Source: an optimization exercise on an open RTL-to-GDS flow (aim: small area, a short achievable clock period and few clock cycles per item). Production flows keep margins and buffers that such runs may drop.
The RTL was checked by simulation tests, not by an equivalence proof against the original design.
Power and IR drop assume default switching activity.

==> flow/config.mk <==
export PLATFORM = sky130hd
export DESIGN_NAME = rv32m_muldiv_unit
export DESIGN_NICKNAME = rv32m_muldiv_unit
export VERILOG_FILES = /design/flow/design.v
export SDC_FILE = /design/flow/constraint.sdc
export NUM_CORES = 4
export LEC_CHECK = 0
export CAP_MARGIN = 20
export CORE_MARGIN = 2
export CORE_UTILIZATION = 40
export PLACE_DENSITY = 0.6
export SLEW_MARGIN = 20
==> flow/constraint.sdc <==
create_clock -name core_clock -period 11.0 [get_ports {clk}]
set_input_delay 2.2000 -clock core_clock [delete_from_list [all_inputs] [get_ports {clk}]]
set_output_delay 2.2000 -clock core_clock [all_outputs]
set_load 0.01 [all_outputs]
==> flow/design.v <==
package rv32_pkg;
  localparam int XLEN_DEFAULT = 32;
  localparam int MUL_LAT_MAX  = 8;
  localparam logic [2:0] F3_MUL    = 3'b000;
  localparam logic [2:0] F3_MULH   = 3'b001;
  localparam logic [2:0] F3_MULHSU = 3'b010;
  localparam logic [2:0] F3_MULHU  = 3'b011;
  localparam logic [2:0] F3_DIV    = 3'b100;
  localparam logic [2:0] F3_DIVU   = 3'b101;
  localparam logic [2:0] F3_REM    = 3'b110;
  localparam logic [2:0] F3_REMU   = 3'b111;
  typedef enum logic [1:0] {
    ST_IDLE = 2'b00,
    ST_MUL  = 2'b01,
    ST_DIV  = 2'b10,
    ST_DONE = 2'b11
  } state_e;
endpackage
module rv32m_div_iter
#(
  parameter int XLEN = rv32_pkg::XLEN_DEFAULT
) (
  input  logic            clk,
  input  logic            rst,
  input  logic            start,
  input  logic            flush,
  input  logic [XLEN-1:0] dividend,
  input  logic [XLEN-1:0] divisor,
  output logic            done,
  output logic [XLEN-1:0] quotient,
  output logic [XLEN-1:0] remainder
);
  localparam int              CW   = $clog2(XLEN);
  localparam logic [CW-1:0]   LAST = CW'(XLEN - 1);
  logic            active_q, active_d, done_q, done_d;
  logic [CW-1:0]   cnt_q, cnt_d;
  logic [XLEN-1:0] rem_q, rem_d, quo_q, quo_d, dvs_q, dvs_d;
  logic [XLEN:0]   shifted_s;
  logic            sub_ok_s;
  logic [XLEN-1:0] diff_s;
  always_comb begin
    shifted_s = {rem_q, quo_q[XLEN-1]};
    sub_ok_s  = (shifted_s >= {1'b0, dvs_q});
    diff_s    = shifted_s[XLEN-1:0] - dvs_q;
    active_d  = active_q;
    done_d    = done_q;
    cnt_d     = cnt_q;
    rem_d     = rem_q;
    quo_d     = quo_q;
    dvs_d     = dvs_q;
    if (flush) begin
      active_d = 1'b0;
      done_d   = 1'b0;
    end else if (start) begin
      active_d = 1'b1;
      done_d   = 1'b0;
      cnt_d    = {CW{1'b0}};
      rem_d    = {XLEN{1'b0}};
      quo_d    = dividend;
      dvs_d    = divisor;
    end else if (active_q) begin
      if (sub_ok_s) begin
        rem_d = diff_s;
      end else begin
        rem_d = shifted_s[XLEN-1:0];
      end
      quo_d = {quo_q[XLEN-2:0], sub_ok_s};
      cnt_d = cnt_q + CW'(1);
      if (cnt_q == LAST) begin
        active_d = 1'b0;
        done_d   = 1'b1;
      end else begin
        active_d = 1'b1;
        done_d   = 1'b0;
      end
    end else begin
      active_d = active_q;
    end
  end
  always_ff @(posedge clk) begin
    if (rst) begin
      active_q <= 1'b0;
      done_q   <= 1'b0;
      cnt_q    <= {CW{1'b0}};
      rem_q    <= {XLEN{1'b0}};
      quo_q    <= {XLEN{1'b0}};
      dvs_q    <= {XLEN{1'b0}};
    end else begin
      active_q <= active_d;
      done_q   <= done_d;
      cnt_q    <= cnt_d;
      rem_q    <= rem_d;
      quo_q    <= quo_d;
      dvs_q    <= dvs_d;
    end
  end
  assign done      = done_q;
  assign quotient  = quo_q;
  assign remainder = rem_q;
endmodule
import rv32_pkg::*;
module rv32m_muldiv_unit
#(
  parameter int XLEN    = rv32_pkg::XLEN_DEFAULT,
  parameter int MUL_LAT = 4
) (
  input  logic               clk,
  input  logic               rst,
  input  logic               in_valid,
  output logic               in_ready,
  input  logic [2:0]         in_funct3,
  input  logic [XLEN-1:0]    in_rs1,
  input  logic [XLEN-1:0]    in_rs2,
  input  logic [4:0]         in_rd,
  input  logic               kill,
  output logic               out_valid,
  input  logic               out_ready,
  output logic [XLEN-1:0]    out_result,
  output logic [4:0]         out_rd,
  output logic               out_illegal,
  output logic               busy
);
  if (XLEN != 32) begin : g_xlen_check
    $error("rv32m_muldiv_unit: XLEN must be 32");
  end
  if ((MUL_LAT < 1) || (MUL_LAT > MUL_LAT_MAX)) begin : g_lat_check
    $error("rv32m_muldiv_unit: MUL_LAT must be within 1..8");
  end
  localparam logic [2:0] MUL_LAST = 3'(MUL_LAT - 1);
  rv32_pkg::state_e  state_q, state_d;
  logic              accept_s;
  logic [2:0]        cnt_q, cnt_d, f3_q, f3_d;
  logic [XLEN-1:0]   rs1_q, rs1_d, rs2_q, rs2_d, result_q, result_d;
  logic [4:0]        rd_q, rd_d;
  logic              illegal_q, illegal_d;
  logic [2*XLEN-1:0] mul_a_s, mul_b_s, prod_s;
  logic [XLEN-1:0]   mul_res_s;
  logic              div_fin_s;
  logic [XLEN-1:0]   div_res_s;
  assign accept_s = in_valid && (state_q == ST_IDLE) && !kill;
  always_comb begin
    if ((f3_q == F3_MULH) || (f3_q == F3_MULHSU)) begin
      mul_a_s = {{XLEN{rs1_q[XLEN-1]}}, rs1_q};
    end else begin
      mul_a_s = {{XLEN{1'b0}}, rs1_q};
    end
    if (f3_q == F3_MULH) begin
      mul_b_s = {{XLEN{rs2_q[XLEN-1]}}, rs2_q};
    end else begin
      mul_b_s = {{XLEN{1'b0}}, rs2_q};
    end
    prod_s = mul_a_s * mul_b_s;
    if (f3_q == F3_MUL) begin
      mul_res_s = prod_s[XLEN-1:0];
    end else begin
      mul_res_s = prod_s[2*XLEN-1:XLEN];
    end
  end
  localparam logic            DIV_ABSENT = 1'b0;
  localparam logic [XLEN-1:0] SMIN       = {1'b1, {(XLEN-1){1'b0}}};
  logic            in_signed_s, in_zero_s, in_ovf_s, div_start_s, div_done_s;
  logic            fast_q, fast_d;
  logic [XLEN-1:0] mag_a_s, mag_b_s, div_quo_s, div_rem_s, quo_s, rem_s;
  always_comb begin
    in_signed_s = !in_funct3[0];
    in_zero_s   = (in_rs2 == {XLEN{1'b0}});
    in_ovf_s    = in_signed_s && (in_rs1 == SMIN) && (in_rs2 == {XLEN{1'b1}});
    if (in_signed_s && in_rs1[XLEN-1]) begin
      mag_a_s = {XLEN{1'b0}} - in_rs1;
    end else begin
      mag_a_s = in_rs1;
    end
    if (in_signed_s && in_rs2[XLEN-1]) begin
      mag_b_s = {XLEN{1'b0}} - in_rs2;
    end else begin
      mag_b_s = in_rs2;
    end
    div_start_s = accept_s && in_funct3[2] && !in_zero_s && !in_ovf_s;
  end
  always_comb begin
    if (kill) begin
      fast_d = 1'b0;
    end else if (accept_s) begin
      fast_d = in_zero_s || in_ovf_s;
    end else begin
      fast_d = fast_q;
    end
  end
  always_ff @(posedge clk) begin
    if (rst) begin
      fast_q <= 1'b0;
    end else begin
      fast_q <= fast_d;
    end
  end
  rv32m_div_iter #(.XLEN(XLEN)) u_div_iter (
    .clk       (clk),
    .rst       (rst),
    .start     (div_start_s),
    .flush     (kill),
    .dividend  (mag_a_s),
    .divisor   (mag_b_s),
    .done      (div_done_s),
    .quotient  (div_quo_s),
    .remainder (div_rem_s)
  );
  always_comb begin
    if (rs2_q == {XLEN{1'b0}}) begin
      quo_s = {XLEN{1'b1}};
      rem_s = rs1_q;
    end else if (fast_q) begin
      quo_s = rs1_q;
      rem_s = {XLEN{1'b0}};
    end else begin
      if (!f3_q[0] && (rs1_q[XLEN-1] ^ rs2_q[XLEN-1])) begin
        quo_s = {XLEN{1'b0}} - div_quo_s;
      end else begin
        quo_s = div_quo_s;
      end
      if (!f3_q[0] && rs1_q[XLEN-1]) begin
        rem_s = {XLEN{1'b0}} - div_rem_s;
      end else begin
        rem_s = div_rem_s;
      end
    end
    if (f3_q[1]) begin
      div_res_s = rem_s;
    end else begin
      div_res_s = quo_s;
    end
    div_fin_s = fast_q || div_done_s;
  end
  always_ff @(posedge clk) begin
    if (rst) begin
      state_q <= ST_IDLE;
    end else begin
      state_q <= state_d;
    end
  end
  always_comb begin
    if (kill) begin
      state_d = ST_IDLE;
    end else begin
      case (state_q)
        ST_IDLE: begin
          if (accept_s) begin
            state_d = in_funct3[2] ? ST_DIV : ST_MUL;
          end else begin
            state_d = ST_IDLE;
          end
        end
        ST_MUL:  state_d = (cnt_q == MUL_LAST) ? ST_DONE : ST_MUL;
        ST_DIV:  state_d = div_fin_s ? ST_DONE : ST_DIV;
        ST_DONE: state_d = out_ready ? ST_IDLE : ST_DONE;
        default: state_d = ST_IDLE;
      endcase
    end
  end
  always_comb begin
    in_ready  = (state_q == ST_IDLE) && !kill;
    out_valid = (state_q == ST_DONE);
    busy      = (state_q != ST_IDLE);
  end
  always_comb begin
    cnt_d     = cnt_q;
    f3_d      = f3_q;
    rs1_d     = rs1_q;
    rs2_d     = rs2_q;
    rd_d      = rd_q;
    result_d  = result_q;
    illegal_d = illegal_q;
    if (kill) begin
      cnt_d     = 3'd0;
      illegal_d = 1'b0;
    end else if (accept_s) begin
      cnt_d     = 3'd0;
      f3_d      = in_funct3;
      rs1_d     = in_rs1;
      rs2_d     = in_rs2;
      rd_d      = in_rd;
      illegal_d = DIV_ABSENT && in_funct3[2];
    end else begin
      case (state_q)
        ST_MUL: begin
          if (cnt_q == MUL_LAST) begin
            result_d = mul_res_s;
          end else begin
            cnt_d = cnt_q + 3'd1;
          end
        end
        ST_DIV: begin
          if (div_fin_s) begin
            result_d = div_res_s;
          end else begin
            result_d = result_q;
          end
        end
        ST_DONE: begin
          if (out_ready) begin
            illegal_d = 1'b0;
          end else begin
            illegal_d = illegal_q;
          end
        end
        default: cnt_d = cnt_q;
      endcase
    end
  end
  always_ff @(posedge clk) begin
    if (rst) begin
      cnt_q     <= 3'd0;
      f3_q      <= 3'd0;
      rs1_q     <= {XLEN{1'b0}};
      rs2_q     <= {XLEN{1'b0}};
      rd_q      <= 5'd0;
      result_q  <= {XLEN{1'b0}};
      illegal_q <= 1'b0;
    end else begin
      cnt_q     <= cnt_d;
      f3_q      <= f3_d;
      rs1_q     <= rs1_d;
      rs2_q     <= rs2_d;
      rd_q      <= rd_d;
      result_q  <= result_d;
      illegal_q <= illegal_d;
    end
  end
  assign out_result  = result_q;
  assign out_rd      = rd_q;
  assign out_illegal = illegal_q;
endmodule
==> flow/run.sh <==
#!/bin/bash
# synth_recipe.tcl (not shown) runs the flow's synth.tcl, then flattens the netlist and writes it again
# the make line also repeats each setting of config.mk as NAME=value (left out here)
make -C /OpenROAD-flow-scripts/flow DESIGN_CONFIG=/design/flow/config.mk WORK_HOME=/design/flow/orfs CLKGATE_MAP_FILE= SYNTH_SCRIPT=/design/flow/synth_recipe.tcl finish
==> results by group <==
Status
  • Status: timing/DRC/antenna clean

Drt
  • Routed vias: 48248
  • Antenna Violating Nets Remaining: 0
  • DR vias/cell: 5.37
  • DRC viols: 0
  • First-iteration detailed-routing DRC count: 3981
  • WL per Instance: around 23 um
  • Routed wire length: 209000 um
  • Pre-antenna DRT Iters: 6

Power and ir drop
  • Leakage: 32.3 nW
  • VDD IR max: 0.133 mV
  • Power per cell area: 50.1 nW/um^2

CTS
  • CTS Hold Bufs: 0
  • Root buf cell: clkbuf_16
  • Clk buf depth: 3
  • Post-cts resize count: 0
  • H-tree levels: 1
  • Num CTS Buffers: 28
  • TritonCTS clock tree: built
  • Skew-Pair Late Insertion Delay: approximately 0.6 ns
  • Clock transition at the registers of the reported paths: 0.06 ns
  • Postcts setup bufs: 0
  • CTS Sinks: 213

Synth
  • Register bit count reported by yosys: 213
  • EDFF count, synth: 0
  • Async SR Flop Fraction: 0%
  • Average instance area after synthesis: about 8.7 um^2
  • Post-synth top area share: a little under half
  • Synth area leaders: fa_1, inv_1, ha_1
  • Top cells by count, synth: inv_1, fa_1, nand2_1, and2_1, clkbuf_1
  • Synth unique cells: 80
  • Synthesized area: 61500 um^2
  • Seq/Total Area, Yosys: 6.93%
  • Most common cell in the netlist: inv_1
  • Top FF cell, synth: dfxtp_1
  • Mapped Cells: 7051
  • Synthesized Nets: 8903
  • Synth warn: 2
  • Area leader, netlist: fa_1

Placement
  • Routability congestion estimate: 0.964
  • Placed cell count: 8928
  • Dpl ws: just under 0.8 ns
  • Buffers on Ports: 116
  • Post-DP HPWL: 171000 um

STA
  • Hold Violations, Final: 0
  • Final slew viol count: 0
  • Worst clock skew: 0.0205 ns
  • Setup-failing EPs final: 0
  • Slew HR: between 20% and 30%
  • Highest clock rate: 95.7 MHz
  • Final period util: a little over nine tenths
  • Clock period minus worst slack: 10.45 ns
  • Fin Setup TNS: 0 ns
  • Worst Max-Slew Pin Slew: 1.11 ns
  • RSZ-0062 raised after global routing: no
  • Fin worst setup slack: roughly 0.55 ns

Worst setup path
  • Crit path depth: 30
  • Worst path max stage delay: 0.77 ns
  • Top cell by count, worst path: fa_1
  • Slowest cell on the critical path: nor2_1
  • Worst-path maximum fanout: 14
  • Setup crit start kind: flop
  • Critical Path RT: 11.48 ns
  • CP arrival: approximately 11 ns
  • Worst path buffer plus inverter count: 7
  • CP Capture Type: flop
  • R2r worst-path depth: 30
  • Kind of critical path: flop to flop
  • Cell family with most CP delay: adder cells

Finish
  • Share of layout cells above drive strength 1: under 10%
  • Final cell count without fillers: approximately 9000
  • Fillers: about 15000
  • Sequential cell area: 4300 um^2
  • Area occupied by multi-input gates: between 40000 and 50000 um^2
  • Area growth, synth to finish: 7.10%
  • Fin nets: between 8000 and 9000

Job
  • Max cap viols: 0

Global route
  • Vias in the first global route: 51534
  • GRT Total Usage: 27.1%
  • First-pass GRT wire length: 322000 um
  • GRT Residual Overflow: 0
  • Largest net degree at the start of global routing: 88
  • Initial antenna violation count: 14

Min path
  • Hold Path Class: flop to flop
  • Hold path cells: 2

Floorplanning
  • Row count: 143
  • Core Region: ~150000 um^2
  • Die footprint: 157000 um^2
  • Die width: 396 um
  • Die H: 396 um
  • # IOs: 118
  • Starting Density: 40.4%
==> flip-flops by register name, indices dropped and copies added, names as in the netlist <==
register / cells
u_div_iter.active_q: 1
cnt_q: 3
f3_q: 3
rs2_q: 32
u_div_iter.rem_q: 32
rd_q: 5
rs1_q: 32
u_div_iter.done_q: 1
u_div_iter.dvs_q: 32
fast_q: 1
u_div_iter.cnt_q: 5
state_q: 2
u_div_iter.quo_q: 32
result_q: 32
==> report_power, final <==
part	leakage (nW)	switching, W	internal, W
Combinational	30.1	0.000911	0.000474
Clock	0.471	0.000412	0.000601
Sequential	1.74	0.0000991	0.000805
Total	32.3	0.00142	0.00188
==> through the flow <==
stage,power (W),utilization [%],area [um^2],hold slack [ns]
CTS,0.00330,43.3,65900,0.459
floorplan,0.00172,-,61500,0.432
detailed placement,0.00228,42.6,64900,0.451
global placement,0.00227,42.6,64900,0.442
finish,0.00330,43.3,65900,0.452
global route,0.00346,43.3,65900,0.483
==> cell families (layout without fill, tap and decap cells) <==
kind of cell	after synthesis	count (layout)	synth area share, %
buf+inv	1965	1862	12.0
xor+xnor	257	257	3.66
simple gates	2011	2011	15.3
other cells	1	6	0.00610
compound gates	809	809	8.35
flops	213	213	6.93
mux	16	16	0.262
fa+ha+maj	1779	1779	53.5
==> worst paths after layout <==
path,start,slack (ns),endpoint
worst min register to register,u_div_iter.dvs_q[22],0.45,u_div_iter.dvs_q[22]
worst max-delay path,f3_q[2],0.55,result_q[29]
worst max register to register,f3_q[2],0.55,result_q[29]
worst min-delay path,u_div_iter.dvs_q[22],0.45,u_div_iter.dvs_q[22]
==> worst min-delay path: cells and delay by family (launching register included) <==
kind / cells / cell delay [ns]
DFF: 1 / 0.31
and+or+nand+nor: 1 / 0.05
AOI/OAI and AO/OA: 1 / 0.05
==> layout make-up <==
type | instances | share of cell area (%)
Antenna cell | 5 | 0.0190
Multi-Input combinational cell | 4873 | 75.7
Tap cell | 2030 | 3.86
Timing Repair Buffer | 259 | 3.53
Clock inverter | 14 | 0.291
Inverter | 1553 | 8.85
Sequential cell | 213 | 6.52
Clock buffer | 36 | 1.20
==> cells in the final DEF (no fill, tap or decap), drive strengths merged, types with 67 or more instances in the layout <==
cell	n
a211oi	67
a21oi	277
and2	425
buf	144
clkdlybuf4s50	115
dfxtp	213
fa	1420
ha	355
inv	1553
nand2	1046
nor2	239
o21ai	153
xnor2	171
xor2	86
==> layer usage <==
layer	share of wire (%)	vias up	track usage, %
li1	-	20992	-
met1	41	24999	36.9
met2	46	1874	44.2
met3	7.7	377	3.79
met4	4.4	6	9.63
met5	0.020	-	0
Testbench counts, summed over its fixed seeds: cycles 109,616, ops 8,000.

==> afterwards: timing with drivers on the ports <==
In the flow no input, the clock included, has a driving cell. The finished layout below was timed again as built, in two steps. Step 1 (the two cells are an assumption about what drives the block):
set clk [get_ports {clk}]
set_driving_cell -lib_cell sky130_fd_sc_hd__clkbuf_16 $clk
set_driving_cell -lib_cell sky130_fd_sc_hd__buf_2 [delete_from_list [all_inputs] $clk]
Step 2 adds t to the input delays and takes it off the output delays; t is the mean of the earliest and latest rising clock arrival at the registers after step 1. Input paths then give back, and output paths get back, about the clock's delay inside the block. Three values: no drivers, after step 1, after step 2; two values: the first two.
shift t [ns]: 0.643
setup slack, ns: 0.555 / 0.555 / 0.555
worst setup path at the end: register to register
After both steps this run still meets setup and hold. For this run, drivers alone change the setup slack by 0.000 ns; drivers and shift together by 0.000 ns.
